What follows belongs to an exercise in optimizing a design on an open flow for small area and a short achievable clock period; a production flow would make more cautious choices.
At most, simulation tests tie the RTL to the original design; equivalence was not proved.
No activity file was given, so power comes from the tool's default toggle rates.

==> flow/design.v <==
module ram_pipe (
    input  logic        clk,
    input  logic        rst,
    input  logic        req_valid,
    output logic        req_ready,
    input  logic        req_we,
    input  logic [7:0]  req_addr,
    input  logic [15:0] req_wdata,
    output logic        rsp_valid,
    output logic [15:0] rsp_rdata,
    input  logic        clr_start,
    output logic        busy
);
    logic       busy_q, ready_q;
    logic [7:0] clr_q;
    logic       busy_d;
    logic       accept;
    assign accept = req_valid & ready_q;
    always_comb begin
        if (busy_q) busy_d = (clr_q != 8'hff);
        else        busy_d = clr_start;
    end
    always_ff @(posedge clk) begin
        if (!rst) begin
            busy_q  <= 1'b1;
            ready_q <= 1'b0;
            clr_q   <= '0;
        end else begin
            busy_q  <= busy_d;
            ready_q <= ~busy_d;
            clr_q   <= clr_q + {7'd0, busy_q};
        end
    end
    assign req_ready = ready_q;
    assign busy      = busy_q;
    logic ph_q;
    always_ff @(posedge clk) begin
        if (!rst) ph_q <= 1'b0;
        else      ph_q <= ~ph_q;
    end
    logic [7:0]  wa;
    logic        w_en;
    logic [15:0] wlo_q, whi_q;      
    logic [15:0] wlo_n_q, whi_n_q;  
    logic [15:0] wdx_q;             
    assign wa   = busy_q ? clr_q : req_addr;
    assign w_en = rst & (busy_q | (accept & req_we));
    always_ff @(posedge clk) begin
        for (int i = 0; i < 16; i++) begin
            wlo_q[i]   <= w_en & (wa[3:0] == i[3:0]);
            whi_q[i]   <= (wa[7:4] == i[3:0]);
            wlo_n_q[i] <= ~(w_en & (wa[3:0] == i[3:0]));
            whi_n_q[i] <= ~(wa[7:4] == i[3:0]);
        end
        if (w_en) wdx_q <= (busy_q ? 16'h0000 : req_wdata) ^ {16{~ph_q}};
    end
    logic [15:0]  mem [256];
    logic [255:0] wsel, whold;
    always_comb begin
        for (int w = 0; w < 256; w++) begin
            wsel[w]  = ~(wlo_n_q[w % 16] | whi_n_q[w / 16]);
            whold[w] = ~(wlo_q[w % 16] & whi_q[w / 16]);
        end
    end
    always_ff @(posedge clk) begin
        for (int w = 0; w < 256; w++) begin
            mem[w] <= ~((mem[w] | {16{wsel[w]}}) & (wdx_q | {16{whold[w]}}));
        end
    end
    logic [15:0]   dlo;     
    logic [15:0]   dhi;     
    logic [4095:0] mem_flat;
    logic [255:0]  cand_flat;
    logic [15:0]   cand [16];
    logic          hit;
    always_comb begin
        for (int i = 0; i < 16; i++) begin
            dlo[i] = (req_addr[3:0] == i[3:0]);
            dhi[i] = (req_addr[7:4] == i[3:0]);
        end
        for (int w = 0; w < 256; w++) mem_flat[w * 16 +: 16] = mem[w];
        for (int j = 0; j < 16; j++) cand[j] = cand_flat[j * 16 +: 16];
        hit = (|(wlo_q & dlo)) & (|(whi_q & dhi));
    end
    for (genvar j = 0; j < 8; j++) begin : g_rdsel
        logic [15:0] sel;
        ram_pipe_rddec u_rddec (
            .addr (req_addr[3:0]),
            .sel  (sel)
        );
        ram_pipe_rdsel u_rdsel (
            .mem  (mem_flat[j * 512 +: 512]),
            .sel  (sel),
            .cand (cand_flat[j * 32 +: 32])
        );
    end
    logic [15:0] cand_q [16];
    logic [15:0] csel_q;
    logic        hit_q;
    logic        v1_q, v2_q;
    logic [15:0] dat_q;
    logic [15:0] rd;
    always_ff @(posedge clk) begin
        for (int j = 0; j < 16; j++) begin
            cand_q[j] <= cand[j];
            csel_q[j] <= (req_addr[7:4] == j[3:0]);
        end
        hit_q <= hit;
    end
    always_comb begin
        rd = '0;
        for (int j = 0; j < 16; j++) rd = rd | (cand_q[j] & {16{csel_q[j]}});
        if (hit_q) rd = wdx_q;
        rd = rd ^ {16{~ph_q}};
    end
    always_ff @(posedge clk) begin
        if (!rst) begin
            v1_q  <= 1'b0;
            v2_q  <= 1'b0;
            dat_q <= '0;
        end else begin
            v1_q <= accept & ~req_we;
            v2_q <= v1_q;
            if (v1_q) dat_q <= rd;
        end
    end
    assign rsp_valid = v2_q;
    assign rsp_rdata = dat_q;
endmodule
module ram_pipe_rddec (
    input  logic [3:0]  addr,
    output logic [15:0] sel
);
    always_comb begin
        for (int i = 0; i < 16; i++) sel[i] = (addr == i[3:0]);
    end
endmodule
module ram_pipe_rdsel (
    input  logic [511:0] mem,
    input  logic [15:0]  sel,
    output logic [31:0]  cand
);
    always_comb begin
        cand = '0;
        for (int k = 0; k < 2; k++) begin
            for (int i = 0; i < 16; i++) begin
                cand[k * 16 +: 16] = cand[k * 16 +: 16] | (mem[(k * 16 + i) * 16 +: 16] & {16{sel[i]}});
            end
        end
    end
endmodule
make LEC_CHECK=0 ABC_CLOCK_PERIOD_IN_PS=2000 CAP_MARGIN=20 CORE_MARGIN=2 CORE_UTILIZATION=70 CTS_CLUSTER_DIAMETER=60 CTS_CLUSTER_SIZE=30 PLACE_DENSITY=0.75 SETUP_SLACK_MARGIN=1.9 SLEW_MARGIN=30 SYNTH_HIERARCHICAL=1 SYNTH_MINIMUM_KEEP_SIZE=0 finish   # period 4.0 ns
run.sh (not shown) runs the stock make flow with config.mk's settings and CLKGATE_MAP_FILE= SYNTH_SCRIPT=/design/flow/synth_recipe.tcl, a recipe that flattens the netlist after the stock synthesis.
The starting point finished clean.
Next try:
--- a/flow/design.v
+++ b/flow/design.v
@@ -96,21 +96,23 @@
     end
     logic [15:0] cand_q [16];
-    logic [15:0] csel_q;
-    logic        hit_q;
+    logic [15:0] rs_q;
+    logic        rf_q, rx_q;
+    logic        r_en;
     logic        v1_q, v2_q;
     logic [15:0] dat_q;
     logic [15:0] rd;
+    assign r_en = rst & accept & ~req_we;
     always_ff @(posedge clk) begin
         for (int j = 0; j < 16; j++) begin
             cand_q[j] <= cand[j];
-            csel_q[j] <= (req_addr[7:4] == j[3:0]);
+            rs_q[j]   <= r_en & ~hit & (req_addr[7:4] == j[3:0]);
         end
-        hit_q <= hit;
+        rf_q <= r_en & hit;
+        rx_q <= r_en & ph_q;
     end
     always_comb begin
-        rd = '0;
-        for (int j = 0; j < 16; j++) rd = rd | (cand_q[j] & {16{csel_q[j]}});
-        if (hit_q) rd = wdx_q;
-        rd = rd ^ {16{~ph_q}};
+        rd = wdx_q & {16{rf_q}};
+        for (int j = 0; j < 16; j++) rd = rd | (cand_q[j] & {16{rs_q[j]}});
+        rd = (rd ^ {16{rx_q}}) | (dat_q & {16{~v1_q}});
     end
     always_ff @(posedge clk) begin
@@ -120,7 +122,7 @@
             dat_q <= '0;
         end else begin
-            v1_q <= accept & ~req_we;
-            v2_q <= v1_q;
-            if (v1_q) dat_q <= rd;
+            v1_q  <= r_en;
+            v2_q  <= v1_q;
+            dat_q <= rd;
         end
     end
- clock-buffer cell count falls by 10
- sequential share of layout area rises by 0.34 points
- routed wire length falls by 1.4%
- via count falls by 0.90%
- clock skew rises by 0.0087 ns
- final cell count falls by 0.55%
- clock power falls by about 4%
- maximum frequency stays flat
- synthesized cell count falls by 0.45%
- design area falls by 0.67%
Only the layout flow was run in the first run of this note; the RTL was not checked for function there.

[re-timing with driven ports]
Ports are ideal in the flow. The routed layouts listed here were re-timed in OpenROAD. Step 1, drivers: a clkbuf_16 drives clk and a buf_2 each remaining input, both assumed. Step 2 moves the port delays by t, midway between the first and last clock arrival at a register: inputs arrive t later, outputs are due t later. That takes back most of the time a late clock gives input paths. Slacks: ideal / step 1 / step 2; pairs: ideal / step 1.
run	t, ns	slack for setup (ns)	latest minus earliest clock arrival (ns)	slew at the worst register clock pin (ns)	pins driven straight from the clock port
the first run	1.012	1.593 / 1.538 / 0.586	0.042 / 0.041	0.12 / 0.12	1
the second run	1.026	1.591 / 1.492 / 0.563	0.056 / 0.056	0.11 / 0.11	1
After both steps every run listed still meets setup and hold. The setup slack of the second run, which loses most, moves by -0.099 ns with the drivers and by -1.028 ns with both steps.
